Context: an optimization exercise on an open-source flow, tuned for small area, a short achievable clock period and few clock cycles per item. The choices shown serve that exercise and are no tape-out recipe.
RTL that was checked went through simulation tests only; none was proved equivalent to the original.
Power is estimated from default activity; no workload was simulated.

## exec_stage
module exec_stage (
    input  logic        clock,
    input  logic        reset,
    input  logic        issue_valid,
    input  logic [1:0]  issue_fu,
    input  logic [3:0]  issue_func,
    input  logic [1:0]  opa_select,
    input  logic [2:0]  opb_select,
    input  logic [31:0] inst,
    input  logic [31:0] pc,
    input  logic [31:0] rs1_value,
    input  logic [31:0] rs2_value,
    input  logic [4:0]  issue_tag,
    input  logic        complete_credit,
    output logic [2:0]  fu_free,
    output logic        complete_valid,
    output logic [1:0]  complete_fu,
    output logic [4:0]  complete_tag,
    output logic [31:0] complete_result,
    output logic        complete_take
);
Settings: LEC_CHECK=0, CAP_MARGIN=20, CORE_MARGIN=2, CORE_UTILIZATION=50, CTS_CLUSTER_DIAMETER=80, CTS_CLUSTER_SIZE=30, PLACE_DENSITY=0.6, SETUP_SLACK_MARGIN=4.6, SLEW_MARGIN=20; clock period 8.0 ns.
standard.sh (not shown) runs the stock make flow with config.mk's settings and CLKGATE_MAP_FILE= SYNTH_SCRIPT=/design/flow/synth_recipe.tcl, a recipe that flattens the netlist after the stock synthesis.
==> flow/flow/run.sh <==
#!/bin/bash
# The standard layout, with the port buffers made of buf_2 cells instead of the cell
# buffer_ports picks by default. Synthesis, floorplan, power grid and the rest are the
# standard flow's. make's full output goes to standard.log in this folder; ORFS writes
# each step's log under orfs/logs/.
set -euo pipefail
bash standard.sh "BUFFER_PORTS_ARGS=-buffer_cell sky130_fd_sc_hd__buf_2" finish > standard.log 2>&1
Testbench counts at the start, summed over its fixed seeds: cycles 35,907, items 32,000.
Rerun with:
CORE_UTILIZATION = 45   (was 50)
PLACE_DENSITY = 0.55   (was 0.6)
Outcome: Wire length is higher by 5.0%. Worst hold slack barely changes. Count of clock-buffer cells in the layout is higher by 5. Sequential power is lower by about 3%. Cell count is higher by 3.1%. Clock power is higher by about 8%. Power is higher by 4.7%. Cell area is higher by 1.3%.
Rerun with:
CORE_UTILIZATION = 50   (was 45)
PLACE_DENSITY = 0.6   (was 0.55)
SETUP_SLACK_MARGIN = 4.5   (was 4.6)
=> The changed run went through all stages and came out clean. Final cell count shrinks by a few percent. Design area is lower by a few percent. Die area shrinks by roughly a tenth. Worst setup slack is worse by 0.095 ns. Critical path depth went up by 3. Count of clock-buffer cells in the layout came out lower by 3. Global-route usage rose by 1.8 points. Power went down by a few percent. Fmax falls by a few percent.
Rerun with:
CORE_UTILIZATION = 55   (was 50)
PLACE_DENSITY = 0.65   (was 0.6)
SETUP_SLACK_MARGIN = 4.6   (was 4.5)
The new run completed with no timing, DRC or antenna violations.
Combinational power grows by a few percent.
Hold slack barely changes.
Sequential power is about the same.
Count of clock-buffer cells in the layout shrinks by 4.
Global-route usage grows by 4.1 points.
Flip-flop and latch count stays the same.
Wire length grows slightly.

========
Setup of wip/ember:
Another version of the RTL of exec_stage (not shown whole).
For scale: ~3,000 cells after synthesis, about 400 flip-flops, about 190 I/O pins, about 0.030 sq mm of cells after synthesis.
clock: 8.0 ns
lec_check: 0
cap_margin: 20
core_margin: 2
core_utilization: 55
cts_cluster_diameter: 80
cts_cluster_size: 30
place_density: 0.65
setup_slack_margin: 4.4
slew_margin: 20
Scripts as last shown in full above: flow/flow/run.sh
Relative to wip/ember, the following input files were edited for wip/raven:
# wip/ember
export LEC_CHECK = 0
export CAP_MARGIN = 20
export CORE_MARGIN = 2
export CORE_UTILIZATION = 55
export CTS_CLUSTER_DIAMETER = 80
export CTS_CLUSTER_SIZE = 30
export PLACE_DENSITY = 0.65
export SETUP_SLACK_MARGIN = 4.4
export SLEW_MARGIN = 20
create_clock -name core_clock -period 8.0 [get_ports {clock}]
# wip/raven
export LEC_CHECK = 0
export CAP_MARGIN = 20
export CORE_MARGIN = 2
export CORE_UTILIZATION = 62
export CTS_CLUSTER_DIAMETER = 70
export CTS_CLUSTER_SIZE = 24
export PLACE_DENSITY = 0.7
export SETUP_SLACK_MARGIN = 4.6
export SLEW_MARGIN = 20
create_clock -name core_clock -period 8.0 [get_ports {clock}]
Results
- Delta (wip/raven minus wip/ember): wire length the detailed router placed on met1 went down about 7.5%; reported net switching power moved up; multi-input gate area in the final layout higher; sum of buffers and inverters on the critical path +4.
- wip/raven ended up with fa_1 as its library cell contributing the largest single delay on the critical path; wip/ember ended up with dfxtp_1.
- Compared wip/ember against wip/raven; area taken by flip-flops and latches within noise.
> inputs changed (wip/raven -> wip/quartz)
# wip/raven
export LEC_CHECK = 0
export CAP_MARGIN = 20
export CORE_MARGIN = 2
export CORE_UTILIZATION = 62
export CTS_CLUSTER_DIAMETER = 70
export CTS_CLUSTER_SIZE = 24
export PLACE_DENSITY = 0.7
export SETUP_SLACK_MARGIN = 4.6
export SLEW_MARGIN = 20
create_clock -name core_clock -period 8.0 [get_ports {clock}]
# wip/quartz
export LEC_CHECK = 0
export CAP_MARGIN = 20
export CORE_MARGIN = 2
export CORE_UTILIZATION = 55
export CTS_CLUSTER_DIAMETER = 80
export CTS_CLUSTER_SIZE = 30
export PLACE_DENSITY = 0.65
export SETUP_SLACK_MARGIN = 4.7
export SLEW_MARGIN = 20
create_clock -name core_clock -period 8.0 [get_ports {clock}]
Notes after the runs:
The lower final core utilization came out of wip/quartz.
Sequential power: wip/raven vs wip/quartz — no meaningful difference
wip/quartz vs wip/raven, last weighted congestion value of the routability-driven placer went down by about 3%.
Taking wip/raven as the reference, in wip/quartz die area has increased, synthesized cell count ~0 delta, final area went up.
In wip/quartz the non-clock buffer count turned out about 5.6% higher than in wip/raven.
The number of global-route vias before repair number comes out lower for wip/quartz vs wip/raven.
Here is what was changed in the inputs of wip/zinc compared with wip/quartz.
# wip/quartz
export LEC_CHECK = 0
export CAP_MARGIN = 20
export CORE_MARGIN = 2
export CORE_UTILIZATION = 55
export CTS_CLUSTER_DIAMETER = 80
export CTS_CLUSTER_SIZE = 30
export PLACE_DENSITY = 0.65
export SETUP_SLACK_MARGIN = 4.7
export SLEW_MARGIN = 20
create_clock -name core_clock -period 8.0 [get_ports {clock}]
# wip/zinc
export LEC_CHECK = 0
export CAP_MARGIN = 20
export CORE_MARGIN = 2
export CORE_UTILIZATION = 55
export CTS_CLUSTER_DIAMETER = 80
export CTS_CLUSTER_SIZE = 30
export PLACE_DENSITY = 0.65
export SETUP_SLACK_MARGIN = 4.6
export SLEW_MARGIN = 20
create_clock -name core_clock -period 8.0 [get_ports {clock}]
--- outcome ---
Measured against each other, wip/zinc and wip/quartz differ in final worst clock skew, the higher figure coming from wip/zinc. [wip/zinc] non-clock buffer count fell 35 relative to wip/quartz. On overall global routing resource usage, wip/zinc and wip/quartz are basically level. Register-to-register slack up 50 ps in wip/zinc wrt wip/quartz. Diff wip/quartz -> wip/zinc | internal power component | down slightly. Of wip/zinc and wip/quartz, wip/quartz shows the higher total power of the final layout, with wip/zinc below it. wip/quartz ended up with m_s[13] as its worst setup path endpoint; wip/zinc ended up with m_s[15]. wip/quartz → wip/zinc: clock buffer count in the final layout has increased; share of the clock period used by the worst path has decreased; layout overhead on the synthesized area has decreased; global-route met3 utilization has increased; power consumed by the clock network has increased.
Function was not checked in any run of this note: the RTL went through the layout flow alone.

[what the ideal ports hide]
How much do the figures lean on ideal ports? The routed layouts below were timed once more, with nothing changed but the port constraints.
Step 1, drivers: a clkbuf_16 drives clock and a buf_2 each remaining input, both assumed.
Step 2 adds t to the input delays and takes it off the output delays; t is the mean of the earliest and latest rising clock arrival at the registers after step 1. Input paths then give back, and output paths get back, about the clock's delay inside the block.
Slacks: ideal ports / drivers / drivers and shift; pairs: ideal ports / drivers.
| run | t, ns | slack for setup (ns) | slew at the worst register clock pin (ns) |
|---|---|---|---|
| the first run of note 1 | 0.689 | 4.505 / 4.505 / 3.870 | 0.12 / 0.12 |
| the second run of note 1 | 0.697 | 4.412 / 4.412 / 3.849 | 0.11 / 0.11 |
| the third run of note 1 | 0.692 | 4.317 / 4.333 / 3.641 | 0.12 / 0.12 |
| the fourth run of note 1 | 0.664 | 4.463 / 4.463 / 3.981 | 0.11 / 0.11 |
| wip/ember | 0.667 | 4.443 / 4.443 / 3.827 | 0.12 / 0.12 |
| wip/raven | 0.667 | 4.488 / 4.488 / 3.968 | 0.10 / 0.10 |
| wip/quartz | 0.648 | 4.548 / 4.548 / 3.982 | 0.11 / 0.11 |
| wip/zinc | 0.657 | 4.601 / 4.601 / 4.038 | 0.11 / 0.11 |
After both steps setup and hold are still met in every run listed. For the third run of note 1, which loses most, drivers alone change the setup slack by +0.016 ns; drivers and shift together by -0.676 ns.
